Context: an optimization exercise on an open-source flow, tuned for small area. The choices shown serve that exercise and are no tape-out recipe. In this exercise RTL edits were held to simulation tests only and were not proved equivalent to the original. Power is estimated from default activity; no workload was simulated.

Setup of v28:
==> flow/design.v <==
module wb_regfile #(
    parameter int unsigned DATA_W = 32,
    parameter int unsigned ADDR_W = 5
) (
    input  logic              clk,
    input  logic              rst_n,
    input  logic [DATA_W-1:0] wb_mem_data,
    input  logic [DATA_W-1:0] wb_alu_result,
    input  logic [ADDR_W-1:0] wb_rd,
    input  logic [1:0]        wb_control,
    input  logic [ADDR_W-1:0] rs_addr,
    input  logic [ADDR_W-1:0] rt_addr,
    output logic [DATA_W-1:0] rs_data,
    output logic [DATA_W-1:0] rt_data,
    output logic [DATA_W-1:0] wb_data,
    output logic              wb_we,
    output logic [31:0]       commit_count
);
    localparam int unsigned NUM_REGS = 1 << ADDR_W;
    assign wb_data = wb_control[0] ? wb_mem_data : wb_alu_result;
    assign wb_we   = rst_n & wb_control[1] & (wb_rd != '0);
    logic [DATA_W-1:0] row_d;
    for (genvar j = 0; j < DATA_W; j++) begin : g_rowd
        wbrf_and2 u_d (.A(wb_data[j]), .B(rst_n), .X(row_d[j]));
    end
    logic [3:0] rs_lo, rt_lo;
    logic [7:0] rs_hi, rt_hi;
    for (genvar k = 0; k < 4; k++) begin : g_plo
        assign rs_lo[k] = (rs_addr[1:0] == 2'(k));
        assign rt_lo[k] = (rt_addr[1:0] == 2'(k));
    end
    for (genvar k = 0; k < 8; k++) begin : g_phi
        assign rs_hi[k] = (rs_addr[4:2] == 3'(k));
        assign rt_hi[k] = (rt_addr[4:2] == 3'(k));
    end
    logic [NUM_REGS-1:1] row_wn;    
    logic [NUM_REGS-1:1] row_ld;    
    logic [NUM_REGS-1:1] rs_sel;    
    logic [NUM_REGS-1:1] rt_sel;
    logic                rs_byp, rt_byp;
    for (genvar i = 1; i < NUM_REGS; i++) begin : g_dec
        assign row_wn[i] = ~(wb_we & (wb_rd == ADDR_W'(i)));
        wbrf_nand2 u_ld (.A(row_wn[i]), .B(rst_n), .Y(row_ld[i]));
        wbrf_and3 u_rs (.A(rs_lo[i % 4]), .B(rs_hi[i / 4]), .C(row_wn[i]), .X(rs_sel[i]));
        wbrf_and3 u_rt (.A(rt_lo[i % 4]), .B(rt_hi[i / 4]), .C(row_wn[i]), .X(rt_sel[i]));
    end
    assign rs_byp = wb_we & (rs_addr == wb_rd);
    assign rt_byp = wb_we & (rt_addr == wb_rd);
    logic [NUM_REGS-1:1][DATA_W-1:0] regs;
    for (genvar i = 1; i < NUM_REGS; i++) begin : g_row
        always_ff @(posedge clk) begin
            if (row_ld[i]) regs[i] <= row_d;
        end
    end
    for (genvar j = 0; j < DATA_W; j++) begin : g_bit
        logic [NUM_REGS-1:1] q;    
        for (genvar i = 1; i < NUM_REGS; i++) begin : g_q
            assign q[i] = regs[i][j];
        end
        wb_regfile_rd32 u_rs (
            .d({q, row_d[j]}), .s({rs_sel, rs_byp}), .y(rs_data[j])
        );
        wb_regfile_rd32 u_rt (
            .d({q, row_d[j]}), .s({rt_sel, rt_byp}), .y(rt_data[j])
        );
    end
    always_ff @(posedge clk) begin
        if (!rst_n) begin
            commit_count <= '0;
        end else if (wb_we) begin
            commit_count <= commit_count + 32'd1;
        end
    end
endmodule
module wb_regfile_rd32 (
    input  logic [31:0] d,
    input  logic [31:0] s,
    output logic        y
);
    logic [10:0] n;
    logic [2:0]  p;
    for (genvar g = 0; g < 10; g++) begin : g_aoi
        wbrf_a222oi u_aoi (
            .A1(d[3*g]),   .A2(s[3*g]),
            .B1(d[3*g+1]), .B2(s[3*g+1]),
            .C1(d[3*g+2]), .C2(s[3*g+2]),
            .Y(n[g])
        );
    end
    wbrf_a22oi u_aoi_last (
        .A1(d[30]), .A2(s[30]), .B1(d[31]), .B2(s[31]), .Y(n[10])
    );
    wbrf_nand4 u_nd0 (.A(n[0]), .B(n[1]), .C(n[2]),  .D(n[3]), .Y(p[0]));
    wbrf_nand4 u_nd1 (.A(n[4]), .B(n[5]), .C(n[6]),  .D(n[7]), .Y(p[1]));
    wbrf_nand3 u_nd2 (.A(n[8]), .B(n[9]), .C(n[10]), .Y(p[2]));
    wbrf_or3   u_or  (.A(p[0]), .B(p[1]), .C(p[2]),  .X(y));
endmodule
module wbrf_a222oi (
    input  logic A1, A2, B1, B2, C1, C2,
    output logic Y
);
    assign Y = ~((A1 & A2) | (B1 & B2) | (C1 & C2));
endmodule
module wbrf_a22oi (
    input  logic A1, A2, B1, B2,
    output logic Y
);
    assign Y = ~((A1 & A2) | (B1 & B2));
endmodule
module wbrf_nand4 (
    input  logic A, B, C, D,
    output logic Y
);
    assign Y = ~(A & B & C & D);
endmodule
module wbrf_nand3 (
    input  logic A, B, C,
    output logic Y
);
    assign Y = ~(A & B & C);
endmodule
module wbrf_nand2 (
    input  logic A, B,
    output logic Y
);
    assign Y = ~(A & B);
endmodule
module wbrf_or3 (
    input  logic A, B, C,
    output logic X
);
    assign X = A | B | C;
endmodule
module wbrf_and3 (
    input  logic A, B, C,
    output logic X
);
    assign X = A & B & C;
endmodule
module wbrf_and2 (
    input  logic A, B,
    output logic X
);
    assign X = A & B;
endmodule
Settings: LEC_CHECK=0, CAP_MARGIN=0, CORE_MARGIN=2, CORE_UTILIZATION=60, SLEW_MARGIN=0, SYNTH_HIERARCHICAL=1; clock period 6.0 ns.
standard.sh (not shown) runs the stock make flow with config.mk's settings and CLKGATE_MAP_FILE= SYNTH_SCRIPT=/design/flow/synth_recipe.tcl, a recipe that flattens the netlist after the stock synthesis.
==> flow/flow/run.sh <==
#!/bin/bash
# Own layout flow: the standard ORFS flow (standard synthesis unchanged), with
#  - port buffers of the smallest buffer cell instead of the default delay-cell choice;
#  - clock tree of clkbuf_4 cells over clusters of at most 10 flip-flops, without dummy loads;
#  - after floorplanning, gate strengths set for their loads (flow/presize.tcl).
# ORFS writes each tool's full log under orfs/logs; make's own output goes to flow_make.log.
set -euo pipefail
bash standard.sh \
  "BUFFER_PORTS_ARGS=-buffer_cell sky130_fd_sc_hd__buf_1" \
  "CTS_ARGS=-sink_clustering_enable -repair_clock_nets -dont_use_dummy_load -buf_list sky130_fd_sc_hd__clkbuf_4 -sink_clustering_size 10 -sink_clustering_max_diameter 60" \
  "POST_FLOORPLAN_TCL=$PWD/flow/presize.tcl" \
  finish > flow_make.log 2>&1
==> flow/flow/presize.tcl <==
# After floorplanning, before placement:
#  - synthesis maps the two-term AND-OR-invert gates of the read selects to the double-strength
#    cell, though each drives a single NAND input: use the single-strength cell;
#  - gates whose output fans out to a whole row or column of the array (read selects, row
#    loads, row data) are set to the x4 strength of the same function, so that they drive
#    their net directly rather than through an added buffer.
set db [ord::get_db]
set n_dn 0
set n_up 0
foreach inst [[ord::get_db_block] getInsts] {
  set m [[$inst getMaster] getName]
  if {$m eq "sky130_fd_sc_hd__a22oi_2"} {
    $inst swapMaster [$db findMaster sky130_fd_sc_hd__a22oi_1]
    incr n_dn
    continue
  }
  if {![regexp {^(sky130_fd_sc_hd__(and2|and3|nand2|nor2|nand3))_[12]$} $m -> base]} { continue }
  set fo 0
  foreach it [$inst getITerms] {
    if {[$it isOutputSignal] && [$it getNet] ne "NULL"} {
      set fo [expr {[llength [[$it getNet] getITerms]] - 1}]
    }
  }
  if {$fo >= 16} {
    set big [$db findMaster ${base}_4]
    if {$big ne "NULL"} {
      $inst swapMaster $big
      incr n_up
    }
  }
}
puts "presize.tcl: $n_dn a22oi_2 set to a22oi_1, $n_up high-fanout gates set to x4"
The final layout from v28, which completed every stage, passed the timing, DRC and antenna checks at the end of the flow.
What v2 does differently from v28 at the input level:
diff --git a/flow/design.v b/flow/design.v
--- a/flow/design.v
+++ b/flow/design.v
@@ -64,12 +64,38 @@
             .d({q, row_d[j]}), .s({rt_sel, rt_byp}), .y(rt_data[j])
         );
     end
+    logic [31:0] cnt_cin;     
+    logic [31:0] cnt_xn;      
+    logic [31:0] cnt_d;
+    logic [7:0]  blk_cin;     
+    logic [6:0]  blk_all;     
+    logic        rst;
+    assign rst        = ~rst_n;
+    assign blk_cin[0] = wb_we;
+    for (genvar k = 0; k < 8; k++) begin : g_cblk
+        if (k < 7) begin : g_chain
+            wbrf_and4 u_all (
+                .A(commit_count[4*k]),   .B(commit_count[4*k+1]),
+                .C(commit_count[4*k+2]), .D(commit_count[4*k+3]), .X(blk_all[k])
+            );
+            wbrf_and2 u_next (.A(blk_cin[k]), .B(blk_all[k]), .X(blk_cin[k+1]));
+        end
+        assign cnt_cin[4*k] = blk_cin[k];
+        wbrf_and2 u_c1 (.A(blk_cin[k]), .B(commit_count[4*k]), .X(cnt_cin[4*k+1]));
+        wbrf_and3 u_c2 (
+            .A(blk_cin[k]), .B(commit_count[4*k]), .C(commit_count[4*k+1]), .X(cnt_cin[4*k+2])
+        );
+        wbrf_and4 u_c3 (
+            .A(blk_cin[k]), .B(commit_count[4*k]), .C(commit_count[4*k+1]),
+            .D(commit_count[4*k+2]), .X(cnt_cin[4*k+3])
+        );
+    end
+    for (genvar i = 0; i < 32; i++) begin : g_cbit
+        wbrf_xnor2 u_x (.A(commit_count[i]), .B(cnt_cin[i]), .Y(cnt_xn[i]));
+        wbrf_nor2  u_r (.A(cnt_xn[i]), .B(rst), .Y(cnt_d[i]));
+    end
     always_ff @(posedge clk) begin
-        if (!rst_n) begin
-            commit_count <= '0;
-        end else if (wb_we) begin
-            commit_count <= commit_count + 32'd1;
-        end
+        commit_count <= cnt_d;
     end
 endmodule
 module wb_regfile_rd32 (
@@ -137,6 +163,24 @@
 );
     assign X = A & B & C;
 endmodule
+module wbrf_and4 (
+    input  logic A, B, C, D,
+    output logic X
+);
+    assign X = A & B & C & D;
+endmodule
+module wbrf_xnor2 (
+    input  logic A, B,
+    output logic Y
+);
+    assign Y = ~(A ^ B);
+endmodule
+module wbrf_nor2 (
+    input  logic A, B,
+    output logic Y
+);
+    assign Y = ~(A | B);
+endmodule
 module wbrf_and2 (
     input  logic A, B,
     output logic X
==> results.txt <==
The final layout from v2, which completed every stage, passed the timing, DRC and antenna checks at the end of the flow. Compared with v28, in v2 share of synthesized area occupied by flip-flops and latches up 0.18 points; power per unit of standard cell area increased about 0.6%; cell count of the worst reg-to-reg path climbed 6. Switching portion of total power (lower): v28. Compared with v28, v2 degrades wire length of the first global-routing pass. Changes observed in v2 relative to v28: first-iteration DRC count lower; cell count lower. Comparing part of the cycle the worst path needs for v2 and v28, the bigger number came from v28.

afterwards: timing with drivers on the ports:
No port has a modelled driver above. Below, the same layouts with a new extraction and two added sets of constraints. Step 1, drivers: a clkbuf_16 drives clk and a buf_2 each remaining input, both assumed. Step 2 also shifts input and output timing later by t, the mid clock arrival at the registers, as if the neighbouring blocks saw the same clock. Slacks: ideal / step 1 / step 2; pairs: ideal / step 1.
| run | t (ns) | setup WS [ns] | cell pins on the clock port's net |
|---|---|---|---|
| v28 | 0.977 | 0.256 / 0.228 / 0.228 | 1 |
| v2 | 0.966 | 0.284 / 0.252 / 0.252 | 1 |
After both steps every run listed still meets setup and hold. The setup slack of v2, which loses most, moves by -0.032 ns with the drivers and by -0.032 ns with both steps.
